From an optimization exercise on the open Yosys and OpenROAD flow, aimed at small area; shortcuts taken in it are not production practice. The RTL was checked by simulation tests, not by an equivalence proof against the original design. No activity file was given, so power comes from the tool's default toggle rates. No driver is modelled on the clock port, so clocking that relies on it looks cheaper here than on a real chip.

==> flow/flow/run.sh <==
#!/bin/bash
# The standard ORFS layout (standard.sh) with these changes:
#  - synthesis maps the logic with the area-oriented ABC script in
#    flow/area.abc (flow/synth.tcl; flip-flops are mapped before ABC runs,
#    so their names and cell types are the standard synthesis's);
#  - ports are buffered with the smallest buffer, buf_1;
#  - clock tree synthesis uses clkbuf_16 buffers in clusters of up to 33
#    sinks and inserts no dummy loads.
# The whole make output goes to layout.log; ORFS keeps each step's log
# under orfs/logs/.
set -euo pipefail
export AREA_ABC_SCRIPT=$PWD/flow/area.abc
bash standard.sh \
  "SYNTH_SCRIPT=$PWD/flow/synth.tcl" \
  "BUFFER_PORTS_ARGS=-buffer_cell sky130_fd_sc_hd__buf_1" \
  "CTS_ARGS=-sink_clustering_enable -repair_clock_nets -dont_use_dummy_load -buf_list sky130_fd_sc_hd__clkbuf_16 -sink_clustering_size 33 -sink_clustering_max_diameter 100" \
  finish > layout.log 2>&1
==> flow/flow/area.abc <==
strash
dc2
dc2
dch -f
amap
topo
==> flow/flow/synth.tcl <==
# synth_recipe.tcl with one change: ABC maps the combinational logic with
# the area-oriented script in area.abc (flip-flops are mapped before ABC
# runs and keep their names and cell types).
proc synth {args} { yosys synth -nofsm -noshare {*}$args }
proc abc {args} {
  set i [lsearch -exact $args -script]
  if { $i >= 0 } { lset args [expr {$i + 1}] $::env(AREA_ABC_SCRIPT) }
  yosys abc {*}$args
}
source $::env(SCRIPTS_DIR)/synth.tcl
# left out here: clear keep_hierarchy, flatten, clean up, hide names made inside functions, write 1_2_yosys.v
==> flow/standard.sh <==
#!/bin/bash
# synth_recipe.tcl (not shown) runs the flow's synth.tcl, then flattens the netlist and writes it again
# the make line also repeats each setting of config.mk as NAME=value (left out here)
make -C /OpenROAD-flow-scripts/flow DESIGN_CONFIG=/design/flow/config.mk WORK_HOME=/design/flow/orfs CLKGATE_MAP_FILE= SYNTH_SCRIPT=/design/flow/synth_recipe.tcl "${@:-finish}"
==> flow/config.mk <==
export PLATFORM = sky130hd
export DESIGN_NAME = wb_subsystem_top
export DESIGN_NICKNAME = wb_subsystem_top
export VERILOG_FILES = /design/flow/design.v
export SDC_FILE = /design/flow/constraint.sdc
export NUM_CORES = 4
export LEC_CHECK = 0
export CAP_MARGIN = 0
export CORE_MARGIN = 2
export CORE_UTILIZATION = 65
export SLEW_MARGIN = 0
==> flow/constraint.sdc <==
create_clock -name core_clock -period 6.0 [get_ports {wb_clk_i}]
set_input_delay 1.2000 -clock core_clock [delete_from_list [all_inputs] [get_ports {wb_clk_i}]]
set_output_delay 1.2000 -clock core_clock [all_outputs]
set_load 0.01 [all_outputs]
==> flow/design.v <==
`timescale 1ns/1ps
package wb_mux_pkg;
    typedef logic [31:0] wb_addr_t;
    typedef logic [31:0] wb_data_t;
    typedef logic [15:0] reg_offset_t;
    typedef logic [7:0] team_sel_t;
    typedef logic [16-1:0] gpio_vec_t;
    typedef enum logic {
        BUS_IDLE = 1'b0,
        BUS_ACK  = 1'b1
    } bus_state_t;
endpackage
`timescale 1ns/1ps
`timescale 1ns/1ps
`timescale 1ns/1ps
`timescale 1ns/1ps
`timescale 1ns/1ps
module wb_subsystem_top (
    input  logic                  wb_clk_i,
    input  logic                  rst_n_i,
    input  logic                  wbs_stb_i,
    input  logic                  wbs_we_i,
    input  wb_mux_pkg::wb_addr_t  wbs_adr_i,
    input  wb_mux_pkg::wb_data_t  wbs_dat_i,
    output logic                  wbs_ack_o,
    output wb_mux_pkg::wb_data_t  wbs_dat_o,
    input  wb_mux_pkg::wb_data_t  la_data_i,
    output wb_mux_pkg::wb_data_t  la_data_o,
    output wb_mux_pkg::wb_data_t  la_oen_o,
    input  wb_mux_pkg::gpio_vec_t gpio_in_i,
    output wb_mux_pkg::gpio_vec_t gpio_out_o,
    output wb_mux_pkg::gpio_vec_t gpio_oe_o
);
    logic [7:0]  team_sel;
    logic        in_designs, in_la, in_gpio;
    logic [4:1]  in_team;
    logic        mapped;
    logic        ofs_z, ofs0, ofs4, ofs8;
    assign team_sel   = wbs_adr_i[23:16];
    assign in_designs = (wbs_adr_i[31:24] == 8'h30);
    assign in_la      = (wbs_adr_i[31:16] == 16'h3100);
    assign in_gpio    = (wbs_adr_i[31:16] == 16'h3200);
    assign in_team[1] = in_designs && team_sel == 8'd1;
    assign in_team[2] = in_designs && team_sel == 8'd2;
    assign in_team[3] = in_designs && team_sel == 8'd3;
    assign in_team[4] = in_designs && team_sel == 8'd4;
    assign mapped     = in_la | in_gpio | (|in_team);
    assign ofs_z = (wbs_adr_i[15:4] == 12'h000) && (wbs_adr_i[1:0] == 2'b00);
    assign ofs0  = ofs_z && (wbs_adr_i[3:2] == 2'b00);
    assign ofs4  = ofs_z && (wbs_adr_i[3:2] == 2'b01);
    assign ofs8  = ofs_z && (wbs_adr_i[3:2] == 2'b10);
    logic        r_team, r_la, r_gpio;
    logic [1:0]  slot;
    logic [3:0]  slot_hit;    
    assign r_team = ~wbs_adr_i[25] & ~wbs_adr_i[24];
    assign r_la   = wbs_adr_i[24];
    assign r_gpio = wbs_adr_i[25];
    assign slot   = wbs_adr_i[17:16];
    assign slot_hit[0] = (slot == 2'd0);
    assign slot_hit[1] = (slot == 2'd1);
    assign slot_hit[2] = (slot == 2'd2);
    assign slot_hit[3] = (slot == 2'd3);
    logic ack_q;
    logic access;
    assign access = wbs_stb_i & mapped & ~ack_q;
    always_ff @(posedge wb_clk_i or negedge rst_n_i) begin
        if (!rst_n_i) ack_q <= 1'b0;
        else          ack_q <= access;
    end
    assign wbs_ack_o = ack_q;
    logic wr;
    assign wr = access & wbs_we_i;
    logic [31:0] la_data_q, la_oen_q;
    always_ff @(posedge wb_clk_i or negedge rst_n_i) begin
        if (!rst_n_i) begin
            la_data_q <= '0;
            la_oen_q  <= '0;
        end else begin
            if (wr && r_la && ofs0) la_data_q <= wbs_dat_i;
            if (wr && r_la && ofs4) la_oen_q  <= wbs_dat_i;
        end
    end
    assign la_data_o = la_data_q;
    assign la_oen_o  = la_oen_q;
    logic [15:0] gpio_out_q, gpio_oe_q;
    logic [15:0] gpio_meta_q, gpio_sync_q;
    logic [1:0]  sync_live_q;    
    always_ff @(posedge wb_clk_i or negedge rst_n_i) begin
        if (!rst_n_i) begin
            gpio_out_q <= '0;
            gpio_oe_q  <= '0;
        end else begin
            if (wr && r_gpio && ofs0) gpio_out_q <= wbs_dat_i[15:0];
            if (wr && r_gpio && ofs4) gpio_oe_q  <= wbs_dat_i[15:0];
        end
    end
    always_ff @(posedge wb_clk_i) begin
        gpio_meta_q <= gpio_in_i;
        gpio_sync_q <= gpio_meta_q;
    end
    always_ff @(posedge wb_clk_i or negedge rst_n_i) begin
        if (!rst_n_i) sync_live_q <= 2'b00;
        else          sync_live_q <= {sync_live_q[0], 1'b1};
    end
    assign gpio_out_o = gpio_out_q;
    assign gpio_oe_o  = gpio_oe_q;
    logic [31:0] scratch_q [4];
    logic [31:0] count_q   [4];
    logic [3:0]  scratch_live_q, count_live_q;
    logic [3:0]  scr_rd, cnt_rd;
    logic [31:0] scratch_sel, count_sel, count_next;
    for (genvar i = 0; i < 4; i++) begin : g_sel
        assign scr_rd[i] = slot_hit[i] & scratch_live_q[i];
        assign cnt_rd[i] = slot_hit[i] & count_live_q[i];
    end
    always_comb begin
        scratch_sel = '0;
        count_sel   = '0;
        for (int i = 0; i < 4; i++) begin
            scratch_sel = scratch_sel | (scratch_q[i] & {32{scr_rd[i]}});
            count_sel   = count_sel   | (count_q[i]   & {32{cnt_rd[i]}});
        end
    end
    logic [7:0]  grp_ones;
    logic [7:0]  grp_cin;
    logic [31:0] inc_carry, count_inc;
    for (genvar g = 0; g < 8; g++) begin : g_grp
        assign grp_ones[g] = &count_sel[4*g +: 4];
        if (g == 0) begin : g_first
            assign grp_cin[g] = 1'b1;
        end else begin : g_rest
            assign grp_cin[g] = &grp_ones[g-1:0];
        end
        for (genvar b = 0; b < 4; b++) begin : g_bit
            if (b == 0) begin : g_b0
                assign inc_carry[4*g+b] = grp_cin[g];
            end else begin : g_bn
                assign inc_carry[4*g+b] = grp_cin[g] & (&count_sel[4*g +: b]);
            end
        end
    end
    assign count_inc  = count_sel ^ inc_carry;
    assign count_next = (wbs_we_i && ofs8) ? wbs_dat_i : count_inc;
    for (genvar i = 0; i < 4; i++) begin : g_team
        logic hit;
        assign hit = access & r_team & slot_hit[i];
        always_ff @(posedge wb_clk_i) begin
            if (hit && wbs_we_i && ofs0) scratch_q[i] <= wbs_dat_i;
            if (hit)                     count_q[i]   <= count_next;
        end
        always_ff @(posedge wb_clk_i or negedge rst_n_i) begin
            if (!rst_n_i) begin
                scratch_live_q[i] <= 1'b0;
                count_live_q[i]   <= 1'b0;
            end else begin
                if (hit && wbs_we_i && ofs0) scratch_live_q[i] <= 1'b1;
                if (hit)                     count_live_q[i]   <= 1'b1;
            end
        end
    end
    logic [31:0] rd_word, rd_q;
    logic [31:0] team_id;
    assign team_id = {29'd0, slot_hit[0], slot[1], slot[0]};
    logic [3:0] sel_scr;
    logic       sel_cnt, sel_id, sel_lad, sel_lao, sel_lai, sel_go, sel_goe, sel_gi;
    for (genvar i = 0; i < 4; i++) begin : g_rsel
        assign sel_scr[i] = r_team & ofs0 & scr_rd[i];
    end
    assign sel_cnt = r_team & ofs8;
    assign sel_id  = r_team & ofs4;
    assign sel_lad = r_la & ofs0;
    assign sel_lao = r_la & ofs4;
    assign sel_lai = r_la & ofs8;
    assign sel_go  = r_gpio & ofs0;
    assign sel_goe = r_gpio & ofs4;
    assign sel_gi  = r_gpio & ofs8 & sync_live_q[1];
    always_comb begin
        rd_word = (count_sel & {32{sel_cnt}})
                | (team_id   & {32{sel_id}})
                | (la_data_q & {32{sel_lad}})
                | (la_oen_q  & {32{sel_lao}})
                | (la_data_i & {32{sel_lai}})
                | ({16'd0, gpio_out_q}  & {32{sel_go}})
                | ({16'd0, gpio_oe_q}   & {32{sel_goe}})
                | ({16'd0, gpio_sync_q} & {32{sel_gi}});
        for (int i = 0; i < 4; i++)
            rd_word = rd_word | (scratch_q[i] & {32{sel_scr[i]}});
    end
    always_ff @(posedge wb_clk_i) begin
        rd_q <= rd_word;
    end
    assign wbs_dat_o = rd_q;
endmodule
==> results.cfg, run 1 <==
[setup_path]
cp_top_family = simple AND/OR/NAND/NOR gates
cp_data_required_time_ns = 6.27
start_kind = primary input
reg2reg_depth = 29
cp_max_fo = 15
cp.depth = 30
r2r-start = count_live_q[0]
max_stage_delay_ns = 0.25
timing_worst_setup_path_type = primary input to flop
crit_buf_inv = 3
worstSetupStartpoint = wbs_adr_i[16]
endpoint_kind = flop
cp_data_arrival_time_ns = 5.81
r2r_slack_ns = 1.02
crit_slowest_cell = and3_1

[yosys]
async_flop_share_pct = 25.1
synth_edf_count = 256
netlist.top_cell.by_area = edfxtp_1
ys.flop_type = edfxtp_1
syn-cell-area_sq_um = 15600
yosys_warnings = 3
yosysSeqAreaShare_pct = 74.8
ys_top_cells_by_count = edfxtp_1, dfrtp_1, nand2_1, o22a_1, a222oi_1
synth.top_cell.area_share_pct = 49.4
synth.avg_cell_area_sq_um = 15.5
synthTopCellsByArea = edfxtp_1, dfrtp_1, dfxtp_1, o22a_1, a222oi_1
ys_types = 33
netlist_instances = 1008
syn_nets = 1133
yosysMostFrequentCell = edfxtp_1
ys_ff_latch = 427

[timing]
fin_crit_ns = 5.54
min_period_over_period_pct = 92.4
hold-worst-slack_ns = 0.339
setup_viol = 0
hold_violations = 0
tightestPinTransition_ns = 1.19
final-max-slew-violation-count = 0
clock_skew_ns = 0.0256
rsz0062_at_grt = false
fmax_mhz = 180
slew_headroom_pct = 20.6

[clock_tree]
clock-root-buffer = clkbuf_16
clk_latency_ns = 0.53
clk_path_buf_depth = 3
cts.sinks = 427
ctsHtreeMaxLevel = 1
holdBufCountCts = 0
cts_inserted_buffers = 16
path_clk_slew_ns = 0.11
cts_tree = done

[finish]
finalNetCount = 1440
layout-drive-gt1-share_pct = 6.40
post-route-cell-area_sq_um = 17700
antenna_cells = 0
syn_to_final_growth_pct = 13.8

[die]
die_y_um = 159
coreArea_sq_um = 23500
dieWidth_um = 159
initial_utilization_pct = 66.4
dieArea_sq_um = 25200
rows = 56
io_pins = 245

[global_routing]
overflow = 0
grt_pass1_vias = 10958
grt_max_degree = 62
antenna_found_initial = 0
grt_usage_pct = 32.8
grt_pass1_wl_um = 63000

[detailed_routing]
antenna_left = 0
drt_iter0_drc = 1392
wl_per_cell_um = 25.4
vias = 10866
routed_wl_um = 41500
first_pass_iters = 6
drc = 0
vias_per_cell = 6.66

[place]
numPortBuffers = 244
place_hpwl_um = 26800
place_area_sq_um = 17300
place_congestion = 0.895

[run]
maxCapViolCount = 0

[min_path]
hold_path.class = flop to flop
hold_depth = 0
min_from = gpio_meta_q[5]

[power]
p_leak_nw = 6.55
ir_worst_vdd_mv = 0.249
powerDensity_nw_per_um2 = 253

[outcome]
status = timing/DRC/antenna clean
-- power by group --
part | internal [mW] | leakage [nW] | total (mW) | switching, mW
combinational | 0.0242 | 1.78 | 0.0857 | 0.0615
clock | 0.487 | 0.197 | 1.29 | 0.799
sequential | 3.11 | 4.57 | 3.11 | 0.00349
total | 3.62 | 6.55 | 4.48 | 0.864
-- layout make-up --
type | instances | area, sq um
repair buffers | 289 | 1260
fillers | 1543 | 5740
clock buffers | 16 | 400
flip-flops and latches | 427 | 11600
multi-input cells | 527 | 3830
inverters | 54 | 203
well taps | 319 | 399
-- cells in the final DEF (no fill, tap or decap), types with 3 or more instances in the layout --
cell,Yosys,layout
ha_1,9,9
edfxtp_1,256,256
dfrtp_1,107,107
a222oi_1,80,80
o21a_1,6,6
nor3_1,7,3
clkinv_1,54,54
clkbuf_16,0,16
a22o_1,19,19
nand2_1,98,98
a221oi_1,13,13
nor2_4,0,4
and3_1,11,10
o2111ai_1,29,29
nand4bb_1,3,3
nor4_1,4,3
o21ai_0,19,18
a21oi_1,25,25
nor3_2,0,4
a221o_1,3,3
nor3b_2,0,4
buf_1,0,243
o22a_1,98,98
nor2_1,42,31
or2_0,10,10
buf_4,0,45
nand3_1,3,3
dfxtp_1,64,64
or3_1,3,3
a22oi_1,32,32
nor2_2,0,7
-- cell families after synthesis --
| kind of cell | count (synthesis) | share of synthesized area, % |
|---|---|---|
| and+or+nand+nor | 188 | 5.37 |
| adders and majority gates | 9 | 0.723 |
| DFF | 427 | 74.8 |
| AOI/OAI and AO/OA | 329 | 17.8 |
| other | 1 | 0.0241 |
| buffers and inverters | 54 | 1.30 |
-- stage by stage --
step	instances	setup TNS (ns)	util, %	total power [mW]	setup slack (ns)
CTS	1632	0	75.5	4.49	0.364
finish	1632	0	75.5	4.48	0.458
floorplan	1008	0	-	3.18	0.165
detailed placement	1616	-1.11	73.8	3.26	-0.150
global placement	1616	0	73.8	3.26	0.227
global route	1632	0	75.5	4.60	0.000565
-- registers in the layout, indices dropped and copies added, names as in the netlist --
| name | flops |
|---|---|
| la_data_q | 32 |
| rd_q | 32 |
| scratch_q | 128 |
| scratch_live_q | 4 |
| gpio_oe_q | 16 |
| count_q | 128 |
| la_oen_q | 32 |
| sync_live_q | 2 |
| ack_q | 1 |
| gpio_out_q | 16 |
| count_live_q | 4 |
| gpio_sync_q | 16 |
| gpio_meta_q | 16 |
-- final timing paths --
check | endpoint
max | count_q[3][31]
min | gpio_sync_q[5]
max reg2reg | count_q[3][31]
min reg2reg | gpio_sync_q[5]
max in group asynchronous | la_data_q[14]
min in group asynchronous | la_oen_q[31]
-- timing repair --
item	4_1_cts	5_1_grt
buffers inserted	0	0
resized for setup	0	3
endpoints found under the setup margin	0	12
-- metal layers --
layer | global-route usage, % | wire [um] | part of all wire (%)
met3 | 7.24 | 4570 | 11
met5 | 0 | 0 | 0
met4 | 10.5 | 1130 | 2.7
met1 | 44.8 | 15800 | 38
met2 | 53.4 | 20000 | 48
==> run 2: changes to the inputs <==
==> flow/flow/run.sh (replaced) <==
#!/bin/bash
# The standard ORFS layout (standard.sh) with these changes:
#  - synthesis maps the logic with the area-oriented ABC script in
#    flow/area.abc (flow/synth.tcl; flip-flops are mapped before ABC runs,
#    so their names and cell types are the standard synthesis's);
#  - ports are buffered with the smallest buffer, buf_1;
#  - data buffers larger than buf_2 are not used;
#  - clock tree synthesis uses clkbuf_16 buffers in clusters of up to 30
#    sinks and inserts no dummy loads.
# The whole make output goes to layout.log; ORFS keeps each step's log
# under orfs/logs/.
set -euo pipefail
export AREA_ABC_SCRIPT=$PWD/flow/area.abc
# The platform's don't-use list, then the larger data buffers
DONT_USE="sky130_fd_sc_hd__probe_p_8 sky130_fd_sc_hd__probec_p_8 sky130_fd_sc_hd__lpflow_bleeder_1 sky130_fd_sc_hd__lpflow_clkbufkapwr_1 sky130_fd_sc_hd__lpflow_clkbufkapwr_16 sky130_fd_sc_hd__lpflow_clkbufkapwr_2 sky130_fd_sc_hd__lpflow_clkbufkapwr_4 sky130_fd_sc_hd__lpflow_clkbufkapwr_8 sky130_fd_sc_hd__lpflow_clkinvkapwr_1 sky130_fd_sc_hd__lpflow_clkinvkapwr_16 sky130_fd_sc_hd__lpflow_clkinvkapwr_2 sky130_fd_sc_hd__lpflow_clkinvkapwr_4 sky130_fd_sc_hd__lpflow_clkinvkapwr_8 sky130_fd_sc_hd__lpflow_decapkapwr_12 sky130_fd_sc_hd__lpflow_decapkapwr_3 sky130_fd_sc_hd__lpflow_decapkapwr_4 sky130_fd_sc_hd__lpflow_decapkapwr_6 sky130_fd_sc_hd__lpflow_decapkapwr_8 sky130_fd_sc_hd__lpflow_inputiso0n_1 sky130_fd_sc_hd__lpflow_inputiso0p_1 sky130_fd_sc_hd__lpflow_inputiso1n_1 sky130_fd_sc_hd__lpflow_inputiso1p_1 sky130_fd_sc_hd__lpflow_inputisolatch_1 sky130_fd_sc_hd__lpflow_isobufsrc_1 sky130_fd_sc_hd__lpflow_isobufsrc_16 sky130_fd_sc_hd__lpflow_isobufsrc_2 sky130_fd_sc_hd__lpflow_isobufsrc_4 sky130_fd_sc_hd__lpflow_isobufsrc_8 sky130_fd_sc_hd__lpflow_isobufsrckapwr_16 sky130_fd_sc_hd__lpflow_lsbuf_lh_hl_isowell_tap_1 sky130_fd_sc_hd__lpflow_lsbuf_lh_hl_isowell_tap_2 sky130_fd_sc_hd__lpflow_lsbuf_lh_hl_isowell_tap_4 sky130_fd_sc_hd__lpflow_lsbuf_lh_isowell_4 sky130_fd_sc_hd__lpflow_lsbuf_lh_isowell_tap_1 sky130_fd_sc_hd__lpflow_lsbuf_lh_isowell_tap_2 sky130_fd_sc_hd__lpflow_lsbuf_lh_isowell_tap_4 sky130_fd_sc_hd__buf_4 sky130_fd_sc_hd__buf_6 sky130_fd_sc_hd__buf_8 sky130_fd_sc_hd__buf_12 sky130_fd_sc_hd__buf_16 sky130_fd_sc_hd__bufbuf_8 sky130_fd_sc_hd__bufbuf_16"
bash standard.sh \
  "DONT_USE_CELLS=$DONT_USE" \
  "SYNTH_SCRIPT=$PWD/flow/synth.tcl" \
  "BUFFER_PORTS_ARGS=-buffer_cell sky130_fd_sc_hd__buf_1" \
  "CTS_ARGS=-sink_clustering_enable -repair_clock_nets -dont_use_dummy_load -buf_list sky130_fd_sc_hd__clkbuf_16 -sink_clustering_size 30 -sink_clustering_max_diameter 70" \
  finish > layout.log 2>&1
==> results.cfg, run 2 <==
[clock_tree]
clock-root-buffer = clkbuf_16
cts_tree = done
ctsHtreeMaxLevel = 1
cts.sinks = 427
clk_path_buf_depth = 3
path_clk_slew_ns = 0.11
cts_inserted_buffers = 20
holdBufCountCts = 0
post_cts_buffers = 0
cts_resized = 0
clk_latency_ns = 0.54

[timing]
setup_viol = 0
tightestPinTransition_ns = 1.29
hold_violations = 0
min_period_over_period_pct = 92.2
slew_headroom_pct = 14.0
clock_skew_ns = 0.0561
setup_tns_ns = 0
setup_slack_ns = 0.468
hold-worst-slack_ns = 0.318
fmax_mhz = 181
final-max-slew-violation-count = 0
fin_crit_ns = 5.53

[global_routing]
antenna_found_initial = 0
overflow = 0
grt_pass1_vias = 10733
grt_pass1_wl_um = 63400
grt_max_degree = 39
grt_usage_pct = 33.2

[detailed_routing]
drt_iter0_drc = 1615
vias = 11075
vias_per_cell = 6.68
first_pass_iters = 7
routed_wl_um = 42300
wl_per_cell_um = 25.5
drc = 0
antenna_left = 0

[finish]
syn_to_final_growth_pct = 14.4
layout_common_cells = buf_1, edfxtp_1, dfrtp_1
multi_input_area_sq_um = 3860
final_util_pct = 75.9
finalNetCount = 1465
seq_area_sq_um = 11600
layout-drive-gt1-share_pct = 6.05
instances_no_fill = 1657
reg_top3 = count_q (128), scratch_q (128)
final_common_cell = buf_1
antenna_cells = 0
num-fill-cells = 1508
post-route-cell-area_sq_um = 17800

[setup_path]
crit_slowest_cell = o31ai_2
cp_max_fo = 6
cp_data_arrival_time_ns = 5.87
start_kind = primary input
max_stage_delay_ns = 0.36
critPathMostFrequentCell = nand2_1
cp_data_required_time_ns = 6.34
endpoint_kind = flop
timing_worst_setup_path_type = primary input to flop

[yosys]
synth.top_cell.area_share_pct = 49.4
syn-cell-area_sq_um = 15600
async_flop_share_pct = 25.1
synth.avg_cell_area_sq_um = 15.5
ys.flop_type = edfxtp_1
yosysSeqAreaShare_pct = 74.8
yosysMostFrequentCell = edfxtp_1
ys_ff_latch = 427
syn_nets = 1133
netlist.top_cell.by_area = edfxtp_1
synth_edf_count = 256
yosys_warnings = 3
netlist_instances = 1008
ys_types = 33
synthTopCellsByArea = edfxtp_1, dfrtp_1, dfxtp_1, o22a_1, a222oi_1
ys_top_cells_by_count = edfxtp_1, dfrtp_1, nand2_1, o22a_1, a222oi_1

[die]
io_pins = 245
dieArea_sq_um = 25200
dieWidth_um = 159
die_y_um = 159
rows = 56
coreArea_sq_um = 23500
initial_utilization_pct = 66.4

[run]
maxCapViolCount = 0

[place]
dpl.cell_count = 1637
place_area_sq_um = 17300
numPortBuffers = 244
place_congestion = 0.966
place_ws_ns = -0.349
place_hpwl_um = 28200

[power]
p_leak_nw = 6.56
power_mw = 4.62
ir_worst_vdd_mv = 0.227
powerDensity_nw_per_um2 = 260

[min_path]
hold_path.class = flop to flop

[outcome]
status = timing/DRC/antenna clean
==> run 2: cell types whose count changed in the layout (fill, tap and decap cells not counted) <==
cell	change
nor2_4	+2
nor2_1	-4
buf_1	+35
buf_4	-45
o21ai_0	+1
clkbuf_16	+4
o21ai_1	-1
buf_2	+31
nor2_2	+2
and3_2	+1
and3_1	-3
and3_4	+2
==> run 2: logic make-up (layout without fill, tap and decap cells) <==
family	after synthesis	after routing	share of synthesized area, %
adders and majority gates	9	9	0.723
and+or+nand+nor	188	188	5.37
AOI/OAI and AO/OA	329	329	17.8
buffers and inverters	54	384	1.30
other	1	1	0.0241
DFF	427	427	74.8
==> run 2: path summary, 6_finish.rpt <==
check | startpoint | to | slack, ns | depth (start not counted)
worst min register to register | gpio_meta_q[14] | gpio_sync_q[14] | 0.32 | 0
min in group asynchronous | rst_n_i | la_oen_q[0] | 0.58 | 1
max in group asynchronous | rst_n_i | gpio_out_q[3] | 4.19 | 2
worst max-delay path | wbs_adr_i[16] | count_q[1][30] | 0.47 | 30
worst max register to register | count_live_q[0] | count_q[3][31] | 1.10 | 29
worst min-delay path | gpio_meta_q[14] | gpio_sync_q[14] | 0.32 | 0
==> run 2: layout make-up <==
class / instances / share of cell area [%]
Sequential cell: 427 / 65.4
Multi-Input combinational cell: 527 / 21.7
Timing Repair Buffer: 310 / 6.77
Clock buffer: 20 / 2.81
Tap cell: 319 / 2.24
Inverter: 54 / 1.14
==> run 2: per-layer routing <==
metal | share of wire [%] | vias up | GRT usage [%]
li1 | - | 4808 | -
met1 | 37 | 5445 | 45.1
met2 | 48 | 737 | 54.0
met3 | 11 | 85 | 7.18
met4 | 3.3 | 0 | 11.3
met5 | 0 | - | 0
==> run 2: where the power goes <==
part	total, mW	internal, mW	switching (mW)
registers	3.11	3.11	0.00360
clock network	1.43	0.600	0.827
logic	0.0863	0.0234	0.0630
total	4.62	3.73	0.894
==> run 2: critical path, delay by kind of cell <==
family                     cells  cell delay (ns)
adders and majority gates      1             0.24
buffers and inverters          4             0.56
and+or+nand+nor               22             3.12
AOI/OAI and AO/OA              3             0.75

[afterwards: timing with drivers on the ports]
The results above use ideal ports. As a check the final layouts listed here were re-extracted and re-timed, cells and wires unchanged.
Step 1 sets driving cells, clkbuf_16 on the clock port and buf_2 on the other inputs (assumed; they add their load-dependent delay and slew).
Step 2 also shifts input and output timing later by t, the mid clock arrival at the registers, as if the neighbouring blocks saw the same clock.
Slacks: ideal ports / drivers / drivers and shift; pairs: ideal ports / drivers.
| run | shift t [ns] | setup slack, ns | worst data-port slew with drivers (ns) |
|---|---|---|---|
| run 1 | 0.568 | 0.458 / 0.485 / -0.083 | 0.06 |
| run 2 | 0.566 | 0.468 / 0.497 / -0.069 | 0.05 |
Met with ideal ports but missed after step 2: setup timing in run 1 and run 2. For run 1, which loses most, drivers alone change the setup slack by +0.027 ns; drivers and shift together by -0.541 ns.
